Background: an optimization exercise with open tools, aiming at small area, a short achievable clock period and few clock cycles per item. Do not read the settings as production practice.
RTL that was checked went through simulation tests only; none was proved equivalent to the original.
No functional check of the RTL was part of run 1.

`constraint.sdc`:
```
create_clock -name core_clock -period 5.5 [get_ports {clk_i}]
set_input_delay 1.1000 -clock core_clock [delete_from_list [all_inputs] [get_ports {clk_i}]]
set_output_delay 1.1000 -clock core_clock [all_outputs]
set_load 0.01 [all_outputs]
```
`design.v`:
```
package ex_pkg;
    localparam int unsigned XLEN          = 32;
    localparam int unsigned TRANS_ID_BITS = 3;
    typedef enum logic [3:0] {
        ADD = 4'd0,
        SUB = 4'd1,
        AND = 4'd2,
        OR  = 4'd3,
        XOR = 4'd4,
        SLL = 4'd5,
        SRL = 4'd6,
        SLT = 4'd7,
        MUL = 4'd8
    } fu_op_e;
    typedef struct packed {
        fu_op_e                   operator;
        logic [TRANS_ID_BITS-1:0] trans_id;
        logic [XLEN-1:0]          operand_a;
        logic [XLEN-1:0]          operand_b;
    } fu_data_t;
    typedef struct packed {
        logic [TRANS_ID_BITS-1:0] trans_id;
        logic [XLEN-1:0]          result;
    } wb_data_t;
endpackage
`timescale 1ns/1ps
module mul_step (
    input  logic [31:0] a_i,
    input  logic [3:0]  b_i,
    input  logic        p_i,
    input  logic [31:0] s_i,
    input  logic [31:0] c_i,
    output logic [31:0] s_o,
    output logic [31:0] c_o
);
    logic [31:0] pp0, pp1, s1, c1;
    logic        n0, n1;
    booth_pp bp0 (.a_i(a_i),      .d_i({b_i[1:0], p_i}), .pp_o(pp0), .neg_o(n0));
    booth_pp bp1 (.a_i(a_i << 2), .d_i(b_i[3:1]),         .pp_o(pp1), .neg_o(n1));
    csa32 csa_a (.x_i(s_i), .y_i({c_i[31:1], n0}), .z_i(pp0), .s_o(s1), .c_o(c1));
    csa32 csa_b (.x_i(s1),  .y_i({c1[31:1], n1}),  .z_i(pp1), .s_o(s_o), .c_o(c_o));
endmodule
module booth_pp (
    input  logic [31:0] a_i,
    input  logic [2:0]  d_i,
    output logic [31:0] pp_o,
    output logic        neg_o
);
    logic one, two;
    assign one   = d_i[1] ^ d_i[0];
    assign two   = (d_i[2] & ~d_i[1] & ~d_i[0]) | (~d_i[2] & d_i[1] & d_i[0]);
    assign neg_o = d_i[2];
    assign pp_o  = (({32{one}} & a_i) | ({32{two}} & (a_i << 1))) ^ {32{neg_o}};
endmodule
module csa32 (
    input  logic [31:0] x_i,
    input  logic [31:0] y_i,
    input  logic [31:0] z_i,
    output logic [31:0] s_o,
    output logic [31:0] c_o
);
    logic [31:0] maj;
    assign s_o = x_i ^ y_i ^ z_i;
    assign maj = (x_i & y_i) | (x_i & z_i) | (y_i & z_i);
    assign c_o = {maj[30:0], 1'b0};
endmodule
module cond_add8 (
    input  logic [7:0] a_i,
    input  logic [7:0] b_i,
    output logic [7:0] s0_o,
    output logic [7:0] s1_o,
    output logic       g_o,
    output logic       p_o
);
    logic [7:0] p0, g0;
    logic [7:0] g [4];
    logic [7:0] p [4];
    always_comb begin
        p0 = a_i ^ b_i;
        g0 = a_i & b_i;
        g[0] = g0;
        p[0] = p0;
        for (int l = 0; l < 3; l++) begin
            for (int i = 0; i < 8; i++) begin
                if ((i >> l) & 1) begin
                    g[l+1][i] = g[l][i] | (p[l][i] & g[l][((i >> l) << l) - 1]);
                    p[l+1][i] = p[l][i] & p[l][((i >> l) << l) - 1];
                end else begin
                    g[l+1][i] = g[l][i];
                    p[l+1][i] = p[l][i];
                end
            end
        end
        s0_o[0] = p0[0];
        s1_o[0] = ~p0[0];
        for (int i = 1; i < 8; i++) begin
            s0_o[i] = p0[i] ^ g[3][i-1];
            s1_o[i] = p0[i] ^ (g[3][i-1] | p[3][i-1]);
        end
        g_o = g[3][7];
        p_o = p[3][7];
    end
endmodule
`timescale 1ns/1ps
module ex_stage (
    input  logic        clk_i,
    input  logic        rst_ni,
    input  logic        issue_req_i,
    input  logic [70:0] issue_data_i,
    output logic        issue_ack_o,
    output logic        wb_req_o,
    output logic [34:0] wb_data_o,
    input  logic        wb_ack_i
);
    logic [3:0]  in_op;
    logic [2:0]  in_id;
    logic [31:0] in_a, in_b;
    assign {in_op, in_id, in_a, in_b} = issue_data_i;
    logic        q_v, q_ph, q_cy;
    logic [2:0]  q_id;
    logic [31:0] q_a, q_b;
    logic        q_add, q_sub, q_slt, q_and, q_or, q_xor, q_sll, q_srl, q_mul, q_one;
    logic        s_v;
    logic [34:0] s_data;
    logic        m_busy, m_done, m_p, m_cz;
    logic [2:0]  m_id;
    logic [31:0] m_a, m_b, m_s, m_c;
    logic [31:0] m_s_nxt, m_c_nxt;
    logic q_free, capture, load_slot, mul_start, mul_reload, step1;
    assign mul_start  = q_v && q_mul && (!m_busy || m_done);
    assign mul_reload = m_busy && m_done && (!q_v || q_mul);
    assign load_slot  = !s_v && q_v && (q_ph || q_one) && !q_mul;
    assign step1      = q_v && !q_ph;
    assign q_free     = !q_v || load_slot || mul_start;
    assign capture    = issue_req_i && !issue_ack_o && q_free && !mul_reload;
    logic [7:0]  s_blk0, c_blk0_v;
    logic        c_blk0;
    logic [31:0] s0_all, s1_all;
    logic [3:0]  g_all, p_all;
    logic [23:0] s0_hi, s1_hi;
    logic [2:0]  g_hi, p_hi;
    logic [31:0] sh1;
    for (genvar k = 0; k < 4; k++) begin : g_blk
        cond_add8 blk (.a_i(q_a[8*k +: 8]), .b_i(q_b[8*k +: 8]),
                       .s0_o(s0_all[8*k +: 8]), .s1_o(s1_all[8*k +: 8]),
                       .g_o(g_all[k]), .p_o(p_all[k]));
    end
    assign s_blk0 = q_sub ? s1_all[7:0] : s0_all[7:0];
    assign c_blk0 = g_all[0] | (p_all[0] & q_sub);
    assign s0_hi  = s0_all[31:8];
    assign s1_hi  = s1_all[31:8];
    assign g_hi   = g_all[3:1];
    assign p_hi   = p_all[3:1];
    assign sh1 = q_a >> {q_b[4:2], 2'b00};
    logic        c1, c2, c3, lt;
    logic [31:0] sum, sh2, sh2_rev, res;
    assign c1  = q_cy;
    assign c2  = q_b[1] | (q_b[0] & q_cy);
    assign c3  = q_b[3] | (q_b[2] & q_b[1]) | (q_b[2] & q_b[0] & q_cy);
    assign sum = {c3 ? q_b[31:24] : q_a[31:24],
                  c2 ? q_b[23:16] : q_a[23:16],
                  c1 ? q_b[15:8]  : q_a[15:8],
                  q_a[7:0]};
    assign lt  = q_b[6] ? q_b[7] : sum[31];
    always_comb begin
        sh2 = q_a >> q_b[1:0];
        for (int i = 0; i < 32; i++) sh2_rev[i] = sh2[31 - i];
        res = ({32{q_add}} & sum)
            | ({32{q_and}} & (q_a & q_b))
            | ({32{q_or}}  & (q_a | q_b))
            | ({32{q_xor}} & (q_a ^ q_b))
            | ({32{q_srl}} & sh2)
            | ({32{q_sll}} & sh2_rev)
            | {31'd0, q_slt & lt};
    end
    always_ff @(posedge clk_i or negedge rst_ni) begin
        if (!rst_ni) begin
            issue_ack_o <= 1'b0;
            q_v         <= 1'b0;
            q_ph        <= 1'b0;
            s_v         <= 1'b0;
            wb_req_o    <= 1'b0;
            m_busy      <= 1'b0;
        end else begin
            issue_ack_o <= issue_ack_o ? issue_req_i : capture;
            q_v         <= capture || mul_reload || (q_v && !load_slot && !mul_start);
            q_ph        <= q_v && !q_free && !mul_reload;
            s_v         <= load_slot || (s_v && !(wb_req_o && wb_ack_i));
            wb_req_o    <= wb_req_o ? !wb_ack_i : (!wb_ack_i && (s_v || load_slot));
            m_busy      <= mul_start || (m_busy && !mul_reload);
        end
    end
    logic        in_sub, in_sll;
    logic [31:0] in_a_rev;
    assign in_sub = (in_op == 4'd1) || (in_op == 4'd7);
    assign in_sll = (in_op == 4'd5);
    always_comb for (int i = 0; i < 32; i++) in_a_rev[i] = in_a[31 - i];
    always_ff @(posedge clk_i) begin
        if (mul_reload) begin
            q_id  <= m_id;
            q_a   <= m_s;
            q_b   <= m_c;
            {q_add, q_sub, q_slt, q_and, q_or, q_xor, q_sll, q_srl, q_mul, q_one} <=
                m_cz ? 10'b0000100001 : 10'b1000000000;
        end else if (q_free) begin
            q_id  <= in_id;
            q_a   <= in_sll ? in_a_rev : in_a;
            q_b   <= in_sub ? ~in_b : in_b;
            q_add <= (in_op == 4'd0) || (in_op == 4'd1);
            q_sub <= in_sub;
            q_slt <= (in_op == 4'd7);
            q_and <= (in_op == 4'd2);
            q_or  <= (in_op == 4'd3);
            q_xor <= (in_op == 4'd4);
            q_sll <= in_sll;
            q_srl <= (in_op == 4'd6);
            q_mul <= (in_op == 4'd8);
            q_one <= (in_op == 4'd2) || (in_op == 4'd3) || (in_op == 4'd4) || (in_op > 4'd8);
        end else if (step1) begin
            if (q_add || q_slt) begin
                q_a  <= {s0_hi, s_blk0};
                q_b  <= {s1_hi, q_a[31], q_a[31] == q_b[31], 2'b00, g_hi[1], p_hi[1], g_hi[0], p_hi[0]};
                q_cy <= c_blk0;
            end
            if (q_sll || q_srl) q_a <= sh1;
        end
    end
    always_ff @(posedge clk_i) begin
        if (load_slot) s_data <= {q_id, res};
    end
    assign wb_data_o = s_data;
    mul_step step_i (
        .a_i  ( m_a      ),
        .b_i  ( m_b[3:0] ),
        .p_i  ( m_p      ),
        .s_i  ( m_s      ),
        .c_i  ( m_c      ),
        .s_o  ( m_s_nxt  ),
        .c_o  ( m_c_nxt  )
    );
    always_ff @(posedge clk_i) begin
        if (mul_start) m_id <= q_id;
        m_a    <= mul_start ? q_a : (m_a << 4);
        m_b    <= mul_start ? q_b : (m_b >> 4);
        m_p    <= mul_start ? 1'b0 : m_b[3];
        m_s    <= mul_start ? '0 : m_s_nxt;
        m_c    <= mul_start ? '0 : m_c_nxt;
        m_cz   <= !mul_start && m_done && (m_c == '0);
        m_done <= mul_start ? (q_b == '0 || q_a == '0)
                            : ((m_b[31:4] == '0 && !m_b[3]) || m_a[27:0] == '0);
    end
endmodule
```
`config.mk`:
```
export PLATFORM = sky130hd
export DESIGN_NAME = ex_stage
export DESIGN_NICKNAME = ex_stage
export VERILOG_FILES = /design/flow/design.v
export SDC_FILE = /design/flow/constraint.sdc
export NUM_CORES = 4
export LEC_CHECK = 0
export ABC_AREA = 1
export CAP_MARGIN = 20
export CORE_MARGIN = 2
export CORE_UTILIZATION = 40
export SETUP_SLACK_MARGIN = 3.3
export SLEW_MARGIN = 20
```
`standard.sh`:
```
#!/bin/bash
# synth_recipe.tcl (not shown) runs the flow's synth.tcl, then flattens the netlist and writes it again
# the make line also repeats each setting of config.mk as NAME=value (left out here)
make -C /OpenROAD-flow-scripts/flow DESIGN_CONFIG=/design/flow/config.mk WORK_HOME=/design/flow/orfs CLKGATE_MAP_FILE= SYNTH_SCRIPT=/design/flow/synth_recipe.tcl "${@:-finish}"
```
`flow/run.sh`:
```
#!/bin/bash
# Standard layout, with the port buffers made from the smallest plain buffer
# (the resizer still upsizes any that need it).
set -euo pipefail
export BUFFER_PORTS_ARGS="-buffer_cell sky130_fd_sc_hd__buf_1"
bash standard.sh > standard.log 2>&1
```
==> results_dict.tcl, run 1 <==
set metrics [dict create \
    status "finished clean" \
    synth_area_per_cell_um2 7.99 \
    dieArea_um2 45800 \
    syn-cell-area_um2 17600 \
    antenna_left 0 \
    dpl-instance-area_um2 18400 \
    maxSlewHeadroom 0.366 \
    worstRegToRegCells 9 \
    vias 17600 \
    drt_pass1_iterations 7 \
    grt_max_degree 67 \
    insertion_delay_ns 0.61 \
    route.detailed.drc 0 \
    clk_pin_slew_ns 0.06 \
    ys_types 57 \
    grt_usage 0.312 \
    start_kind "flip-flop" \
    dpl_worst_slack_ns 2.25 \
    async_reset_ff_frac 0.0238 \
    grt_pass1_vias 16700 \
    path_max_fanout 8 \
    die_y_um 214 \
    dp.cells 2805 \
    synth.top_cells.by_area "edfxtp_1 (20%), dfxtp_1 (15%), nand2_1 (11%), fa_1 (7.8%), o21ai_0 (5.8%)" \
    yosys-top-cells-count "nand2_1 (499), inv_1 (230), o21ai_0 (204)" \
    synth_fp_nets 2419 \
    synth.most_common_cell "nand2_1" \
    layout-drive-gt1-share 0.220 \
    r2r-end "m_s[26]" \
    crit_type "reg2reg" \
    clock-sinks 252 \
    fin_skew_ns 0.0356 \
    gp_congestion 0.940 \
    utilization 0.512 \
    tns_ns 0 \
    clock-root-buffer "clkbuf_16" \
    yosysWarningCount 4 \
    via_per_inst 5.84 \
    routedWlPerCell_um 25.2 \
    initialDrtViolationCount 2155 \
    min_period_over_period 0.452 \
    min_period_ns 2.49 \
    max_cap_viol_count 0 \
    drv_slew 0 \
    num-nets-final 2618 \
    worstMarginPinSlew_ns 0.940 \
    io_buffers 111 \
    htree_levels 1 \
    grt_pass1_wl_um 108000 \
    fin_cells 3014 \
    r2r_start "m_b[0]" \
    num_rows 76 \
    rsz0062_at_grt "yes" \
    cts_buffers 30 \
    io_pins 112 \
    initial_utilization 0.407 \
    fmax_ghz 0.402 \
    rrSetupSlack_ns 3.01 \
    arrival_ns 3.04 \
    core-area_um2 43300 \
    whs_ns 0.358 \
    antenna_found_initial 3 \
    final_area_um2 22100 \
    yosysTopAreaCell "edfxtp_1" \
    die_w_um 214 \
    netlist_instances 2207 \
    area_delta_synth_final_pct 25.6 \
    setup_viol 0 \
    wl_um 75900 \
    ys_seq_area_frac 0.354 \
    cts_tree "done" \
    crit_path_end_kind "flip-flop" \
    fin_ws_ns 3.01 \
    n_antenna_cell 0 \
    grt_overflow 0 \
    postCtsHoldBufs 0 \
    hold_viol 0 \
    ys_ff_latch 252 \
    holdCritPathClass "in2async" \
    ys.flop_type "dfxtp_1" \
    dp_hpwl_um 50000 \
    clock_path_buffers 3 \
    yosysTopAreaCellShare 0.198 \
    synth_edf_count 116 \
    crit_required_ns 6.05 \
]
## worst max path at each step
stage | from | to | cells after the start
6_report | m_b[0] | m_s[26] | 9
5_1_grt | m_b[0] | m_s[8] | 9
4_1_cts | m_b[0] | m_s[6] | 9
3_5_place_dp | m_b[1] | m_s[14] | 10
3_3_place_gp | m_b[1] | m_s[14] | 10
2_1_floorplan | q_v | q_a[0] | 6
## cells in the final DEF, fill, tap and decap left out, types with 14 or more instances in the layout
cell type / count
a221oi_1: 20
a21oi_1: 66
nor2_1: 178
o211ai_1: 25
edfxtp_1: 116
ha_4: 16
o22ai_1: 49
inv_1: 179
buf_4: 132
xor2_1: 66
o21ai_1: 20
clkbuf_2: 29
o21ai_0: 193
fa_1: 49
nand3_1: 71
nand4_1: 32
nand2_1: 464
ha_1: 42
fa_2: 20
xnor2_1: 24
inv_2: 40
clkinvlp_4: 15
dfxtp_1: 126
nand2_2: 26
o22ai_2: 19
buf_1: 80
xor2_2: 19
clkbuf_16: 35
mux2i_1: 14
## layer usage
metal | vias up | track usage | part of all wire
met1 | 8506 | 0.422 | 0.39
met4 | 2 | 0.143 | 0.056
met3 | 238 | 0.0665 | 0.11
met5 | - | 0 | 0.00017
met2 | 1085 | 0.479 | 0.44
li1 | 7784 | - | -
## sequential cells by signal, summed over array words and instances (netlist names), 3 cells and up
signal / cells
q_a: 32
s_data: 35
m_id: 3
m_s: 32
m_c: 31
m_a: 32
q_b: 32
q_id: 3
m_b: 32
## what timing repair did
item	CTS	global route
gates cloned	13	6
buffers inserted	77	58
setup endpoints to repair	265	237
pin swaps	50	62
resized for setup	159	207
## critical path, cell delays in order, from the launching register on
cell,delay (ns)
dfxtp_2,0.34
or2_4,0.31
nand2_8,0.14
buf_16,0.17
o22ai_4,0.09
xor2_2,0.19
fa_1,0.52
fa_2,0.54
inv_1,0.04
nor2_1,0.08
## kinds of logic (layout without fill, tap and decap cells)
logic type | count (synthesis) | in the layout | synth area share
buffers and inverters | 362 | 573 | 0.0894
and+or+nand+nor | 859 | 870 | 0.205
adders and majority gates | 137 | 137 | 0.127
AOI/OAI and AO/OA | 466 | 466 | 0.157
muxes | 17 | 17 | 0.0101
DFF | 252 | 252 | 0.354
xor gates and xnor gates | 114 | 114 | 0.0588
## final cells by class
cell class / instances / area [µm²]
clock buffer: 48 / 901
tap: 585 / 732
timing repair buffer: 274 / 2020
multi-input combinational: 1604 / 11200
fill: 4139 / 21100
inverter: 243 / 1010
sequential: 252 / 6250
timing repair inverter: 1 / 7.51
clock inverter: 7 / 60.1
==> inputs of run 2 (changes only) <==
--- a/design.v
+++ b/design.v
@@ -123,11 +123,12 @@
     logic        s_v;
     logic [34:0] s_data;
-    logic        m_busy, m_done, m_p, m_cz;
+    logic        m_busy, m_last, m_p;
     logic [2:0]  m_id;
     logic [31:0] m_a, m_b, m_s, m_c;
     logic [31:0] m_s_nxt, m_c_nxt;
     logic q_free, capture, load_slot, mul_start, mul_reload, step1;
-    assign mul_start  = q_v && q_mul && (!m_busy || m_done);
-    assign mul_reload = m_busy && m_done && (!q_v || q_mul);
+    assign m_last     = (m_b[31:4] == '0 && !m_b[3]) || m_a[27:0] == '0;
+    assign mul_start  = q_v && q_mul && (!m_busy || m_last);
+    assign mul_reload = m_busy && m_last && (!q_v || q_mul);
     assign load_slot  = !s_v && q_v && (q_ph || q_one) && !q_mul;
     assign step1      = q_v && !q_ph;
@@ -199,8 +200,7 @@
         if (mul_reload) begin
             q_id  <= m_id;
-            q_a   <= m_s;
-            q_b   <= m_c;
-            {q_add, q_sub, q_slt, q_and, q_or, q_xor, q_sll, q_srl, q_mul, q_one} <=
-                m_cz ? 10'b0000100001 : 10'b1000000000;
+            q_a   <= m_s_nxt;
+            q_b   <= m_c_nxt;
+            {q_add, q_sub, q_slt, q_and, q_or, q_xor, q_sll, q_srl, q_mul, q_one} <= 10'b1000000000;
         end else if (q_free) begin
             q_id  <= in_id;
@@ -246,7 +246,4 @@
         m_s    <= mul_start ? '0 : m_s_nxt;
         m_c    <= mul_start ? '0 : m_c_nxt;
-        m_cz   <= !mul_start && m_done && (m_c == '0);
-        m_done <= mul_start ? (q_b == '0 || q_a == '0)
-                            : ((m_b[31:4] == '0 && !m_b[3]) || m_a[27:0] == '0);
-    end
-endmodule
+    end
+endmodule
--- a/config.mk
+++ b/config.mk
@@ -10,4 +10,4 @@
 export CORE_MARGIN = 2
 export CORE_UTILIZATION = 40
-export SETUP_SLACK_MARGIN = 3.3
+export SETUP_SLACK_MARGIN = 3.0
 export SLEW_MARGIN = 20
==> run 2 against run 1 <==
Register-to-register slack worse by 0.23 ns. Die area down 2.1%. Maximum frequency down 8.5%. Clock-buffer cell count down 16. Critical path type unchanged.
==> results_dict.tcl, run 2 <==
set metrics [dict create \
    io_buffers 111 \
    max_cap_viol_count 0 \
    min_period_ns 2.72 \
    postCtsHoldBufs 0 \
    yosysWarningCount 4 \
    clock_path_buffers 3 \
    initial_utilization 0.403 \
    path_max_fanout 8 \
    routedWlPerCell_um 24.0 \
    cts_buffers 29 \
    netlist_instances 2194 \
    layout-drive-gt1-share 0.153 \
    min_period_over_period 0.494 \
    initialDrtViolationCount 2336 \
    synth_area_per_cell_um2 7.86 \
    clock-sinks 250 \
    cts_tree "done" \
    clk_pin_slew_ns 0.06 \
    yosys-top-cells-count "nand2_1 (486), inv_1 (226), o21ai_0 (195)" \
    routed-wl-met3_um 7300 \
    yosysTopAreaCell "edfxtp_1" \
    wl_um 69200 \
    setup_viol 0 \
    critPathSlowestCell "fa_2" \
    yosysTopAreaCellShare 0.183 \
    synth_edf_count 105 \
    die_w_um 212 \
    fmax_ghz 0.368 \
    tns_ns 0 \
    grt_max_degree 71 \
    ys_seq_area_frac 0.353 \
    async_reset_ff_frac 0.0240 \
    io_pins 112 \
    holdCritPathClass "in2async" \
    ys_ff_latch 250 \
    core-area_um2 42800 \
    arrival_ns 3.05 \
    grt_pass1_wl_um 97800 \
    utilization 0.485 \
    final_cell_mix "nand2_1 (456), inv_1 (206), o21ai_0 (193), nor2_1 (171), nand3_1 (137)" \
    antenna_left 0 \
    synth.most_common_cell "nand2_1" \
    critPathMaxStageDelay_ns 0.53 \
    mostFrequentLayoutCell "nand2_1" \
    via_per_inst 5.84 \
    num_rows 76 \
    ys.flop_type "dfxtp_1" \
    dp_hpwl_um 47900 \
    fin_skew_ns 0.0209 \
    insertion_delay_ns 0.59 \
    maxSlewHeadroom 0.459 \
    dieArea_um2 44800 \
    crit_required_ns 5.84 \
    status "finished clean" \
    start_kind "flip-flop" \
    clock-root-buffer "clkbuf_16" \
    regMostFlops "s_data" \
    syn-cell-area_um2 17300 \
    largest_register_ffs 35 \
    cp_cell_sequence "or2_4, buf_12, nand2_8, o22ai_2, xor2_1, fa_1, inv_1, fa_2, or2_0, nand3_1" \
    num-nets-final 2524 \
    antenna_found_initial 1 \
    top_layer "met4" \
    synth_fp_nets 2406 \
    drt_pass1_iterations 6 \
    grt_pass1_vias 15600 \
    area_delta_synth_final_pct 20.3 \
    ys_types 50 \
    route.detailed.drc 0 \
    rsz0062_at_grt "yes" \
    die_y_um 212 \
    gp_congestion 0.977 \
    n_antenna_cell 0 \
    synth.top_cells.by_area "edfxtp_1 (18%), dfxtp_1 (16%), nand2_1 (11%), fa_1 (8.0%), o21ai_0 (5.7%)" \
    hold_viol 0 \
    grt_usage 0.293 \
    grt_overflow 0 \
    wl_met1_um 28500 \
    htree_levels 1 \
    worstMarginPinSlew_ns 0.803 \
    drv_slew 0 \
    crit_type "reg2reg" \
    vias 16800 \
    crit_path_end_kind "flip-flop" \
    wl_met2_um 30300 \
]
## run 2: worst paths after layout
check	start	endpoint	slack (ns)	depth (start not counted)
max	m_b[0]	q_a[1]	2.78	10
min	rst_ni	m_busy	0.37	1
max reg2reg	m_b[0]	q_a[1]	2.78	10
min reg2reg	m_b[21]	m_b[17]	0.47	2
max in group asynchronous	rst_ni	issue_ack_o	4.89	1
min in group core_clock	m_b[21]	m_b[17]	0.47	2
## run 2: cell families after synthesis
family,share of synthesized area
buf+inv,0.0879
mux,0.0231
flops,0.353
compound gates,0.140
fa+ha+maj,0.129
xor+xnor,0.0624
simple gates,0.205
## run 2: timing repair
| item | CTS | global route |
|---|---|---|
| setup buffers | 26 | 36 |
| resized for setup | 122 | 106 |
| pin swaps | 30 | 69 |
| cloned | 8 | 9 |
| setup endpoints to repair | 244 | 174 |
## run 2: critical path, delay by kind of cell (launching register included)
kind                       cells  cell delay [ns]
AOI/OAI and AO/OA              1             0.10
xor gates and xnor gates       1             0.19
adders and majority gates      2             1.02
buffers and inverters          2             0.21
DFF                            1             0.34
and+or+nand+nor                4             0.59
## run 2: layout make-up
class                           instances  area, µm²
Tap cell                              546        683
Timing Repair inverter                  3       18.8
Inverter                              247        998
Clock buffer                           32        747
Fill cell                            4169      22000
Clock inverter                         22        290
Timing Repair Buffer                  196       1310
Multi-Input combinational cell       1585      10600
Sequential cell                       250       6100
## run 2: layer usage
layer	vias up	global-route usage
met1	8108	0.421
met3	160	0.0441
li1	7494	-
met5	-	0
met4	0	0.102
met2	1060	0.447
## run 2: metrics by stage
stage	hold WS [ns]	cells	setup WS, ns	cell area [µm²]
global placement	0.453	2747	1.91	17900
floorplan	0.421	2194	3.00	17300
CTS	0.367	2836	2.84	19800
global route	0.391	2881	2.72	20800
detailed placement	0.459	2748	1.91	18000
finish	0.366	2881	2.78	20800
Testbench counts of run 2, summed over its fixed seeds: cycles 6,963, ops 2,400.
==> inputs of run 3 (changes only) <==
==> run.sh (new file) <==
#!/bin/bash
# synth_recipe.tcl (not shown) runs the flow's synth.tcl, then flattens the netlist and writes it again
# the make line also repeats each setting of config.mk as NAME=value (left out here)
make -C /OpenROAD-flow-scripts/flow DESIGN_CONFIG=/design/flow/config.mk WORK_HOME=/design/flow/orfs CLKGATE_MAP_FILE= SYNTH_SCRIPT=/design/flow/synth_recipe.tcl finish
removed: flow/run.sh
removed: standard.sh
==> run 3 against run 2 <==
Largest cell class unchanged. Flip-flop and latch count unchanged. Critical path depth increased by 1. Critical path type unchanged. Still clean. Core utilization rose by 0.66 points. Final area grew 1.3%. Synthesized cell count is the same. Via count decreased by 1.7%. Clock skew fell by 0.0041 ns.
==> results_dict.tcl, run 3 <==
set metrics [dict create \
    dpl-instance-area_um2 18600 \
    ys_seq_area_frac 0.353 \
    dp.cells 2747 \
    synth_top_family_by_area "simple AND/OR/NAND/NOR gates" \
    core-area_um2 42800 \
    setup_viol 0 \
    fmax_ghz 0.367 \
    dp_hpwl_um 48700 \
    yosys-top-cells-count "nand2_1 (486), inv_1 (226), o21ai_0 (195)" \
    largest_register_ffs 35 \
    path_delay_family "adder cells" \
    gp_congestion 0.942 \
    die_w_um 212 \
    fin_cells 2856 \
    yosys.area_share.xor_xnor 0.0624 \
    synth_edf_count 105 \
    layout-drive-gt1-share 0.134 \
    htree_levels 1 \
    ys_types 50 \
    rsz0062_at_grt "yes" \
    num-nets-final 2500 \
    maxSlewHeadroom 0.359 \
    cts_buffers 29 \
    io_pins 112 \
    dieArea_um2 44800 \
    cp_cell_sequence "or2_4, buf_12, nand2_8, o22ai_2, xor2_1, fa_1, fa_1, inv_1, nand2_1, o21ai_1, nor2_1" \
    fill_cells 4213 \
    status "finished clean" \
    syn-cell-area_um2 17300 \
    via_per_inst 5.79 \
    crit_type "reg2reg" \
    insertion_delay_ns 0.59 \
    synth_fa_ha_area_frac 0.129 \
    ys_ff_latch 250 \
    synth_area_per_cell_um2 7.86 \
    clock-root-buffer "clkbuf_16" \
    mostFrequentLayoutCell "nand2_1" \
    antenna_found_initial 2 \
    r2r_start "m_b[0]" \
    hold_start "m_b[19]" \
    min_period_over_period 0.495 \
    final_cell_mix "nand2_1 (458), inv_1 (212), o21ai_0 (190), nor2_1 (166), nand3_1 (146)" \
    synth-compound-area-share 0.140 \
    die_y_um 212 \
    clock-sinks 250 \
    cts_tree "done" \
    route.detailed.drc 0 \
    ys.flop_type "dfxtp_1" \
    synth.most_common_cell "nand2_1" \
    drv_slew 0 \
    path_max_fanout 8 \
    antenna_left 0 \
    regMostFlops "s_data" \
    num_rows 76 \
    netlist_instances 2194 \
    worstRegToRegCells 11 \
    clock_path_buffers 3 \
    tns_ns 0 \
    worstMarginPinSlew_ns 0.956 \
    yosysTopAreaCellShare 0.183 \
    yosysWarningCount 4 \
    start_kind "flip-flop" \
    dpl_worst_slack_ns 1.84 \
    wl_um 69900 \
    n_antenna_cell 0 \
    initial_utilization 0.403 \
    grt_max_degree 68 \
    arrival_ns 3.07 \
    drt_pass1_iterations 5 \
    fin_skew_ns 0.0167 \
    clk_pin_slew_ns 0.07 \
    critPathBufInv 2 \
    grt_overflow 0 \
    routedWlPerCell_um 24.5 \
    crit_required_ns 5.85 \
    path_depth 11 \
    startpoint "m_b[0]" \
    grt_usage 0.304 \
    crit_path_end_kind "flip-flop" \
    holdCritPathClass "reg2reg" \
    io_buffers 111 \
    final_area_um2 21000 \
    grt_pass1_vias 15800 \
    critPathSlowestCell "fa_1" \
    critPathMaxStageDelay_ns 0.45 \
    vias 16500 \
    max_cap_viol_count 0 \
    grt_pass1_wl_um 100000 \
    synthSimpleGateAreaFrac 0.205 \
    area_delta_synth_final_pct 21.9 \
    min_period_ns 2.72 \
    rrSetupSlack_ns 2.78 \
    hold_depth 2 \
    fin_ws_ns 2.78 \
    async_reset_ff_frac 0.0240 \
    cp_common_cell "fa_1" \
    initialDrtViolationCount 1890 \
    synthMuxAreaShare 0.0231 \
    synth.top_cells.by_area "edfxtp_1 (18%), dfxtp_1 (16%), nand2_1 (11%), fa_1 (8.0%), o21ai_0 (5.7%)" \
    yosysTopAreaCell "edfxtp_1" \
    synth_fp_nets 2406 \
    hold_viol 0 \
]
-- run 3: cell counts after synthesis --
No cell type changed its count.
-- run 3: final cells by class --
cell class	instances	area, µm²	area share
repair buffers	172	1770	0.0839
clock inverters	19	246	0.0117
clock buffers	34	764	0.0363
inverters	247	1010	0.0480
well taps	546	683	0.0325
flip-flops and latches	250	6100	0.290
multi-input cells	1585	10500	0.497
repair inverters	3	18.8	0.000892
-- run 3: logic make-up (layout without fill, tap and decap cells) --
family | Yosys count | count (layout)
xor+xnor | 123 | 123
simple gates | 854 | 864
mux | 36 | 36
buf+inv | 370 | 475
flops | 250 | 250
compound gates | 424 | 425
fa+ha+maj | 137 | 137
-- run 3: worst paths after layout --
kind,to
max in group asynchronous,q_ph
setup / recovery,q_b[26]
min in group asynchronous,wb_req_o
hold / removal,m_b[15]
setup reg to reg,q_b[26]
hold reg to reg,m_b[15]
-- run 3: tightest hold or removal path: stages (launching register included) --
cell	delay, ns
dfxtp_1	0.32
nand2_1	0.05
o21ai_0	0.06
-- run 3: what timing repair did --
action,in CTS,in global routing
setup buffers,26,13
hold buffers,0,0
setup endpoints to repair,282,189
gates resized for setup,154,86
pin swaps,11,17
cloned,10,7
-- run 3: stage by stage --
step | utilization | hold slack (ns)
floorplan | - | 0.421
global placement | 0.436 | 0.446
detailed placement | 0.436 | 0.454
CTS | 0.478 | 0.469
global route | 0.492 | 0.487
finish | 0.492 | 0.467
-- run 3: routing by layer --
layer	GRT usage	share of wire	vias up
met5	0	0	-
met4	0.130	0.047	0
met3	0.0651	0.097	174
met2	0.465	0.44	894
met1	0.415	0.42	8011
li1	-	-	7459

## re-timing with driven ports
The flow's constraints put no driver on any port. The routed layouts listed below were extracted and timed again, unchanged, in two steps. Step 1 (the two cells are an assumption about what drives the block):
set clk [get_ports {clk_i}]
set_driving_cell -lib_cell sky130_fd_sc_hd__clkbuf_16 $clk
set_driving_cell -lib_cell sky130_fd_sc_hd__buf_2 [delete_from_list [all_inputs] $clk]
Step 2 moves the port delays by t, midway between the first and last clock arrival at a register: inputs arrive t later, outputs are due t later. That takes back most of the time a late clock gives input paths. a / b / c = ideal / step 1 / step 2; a / b = the first two.
run | shift t [ns] | slack for setup (ns) | worst hold slack (ns) | worst setup path after step 2 | pins driven straight from the clock port
run 1 | 0.654 | 3.014 / 3.014 / 2.655 | 0.358 / 0.324 / 0.457 | input to register | 1
run 2 | 0.639 | 2.782 / 2.782 / 2.521 | 0.366 / 0.327 / 0.465 | input to register | 1
run 3 | 0.641 | 2.778 / 2.778 / 2.354 | 0.467 / 0.467 / 0.467 | input to register | 1
After both steps setup and hold are still met in every run listed. For run 3, which loses most, drivers alone change the setup slack by 0.000 ns; drivers and shift together by -0.424 ns.
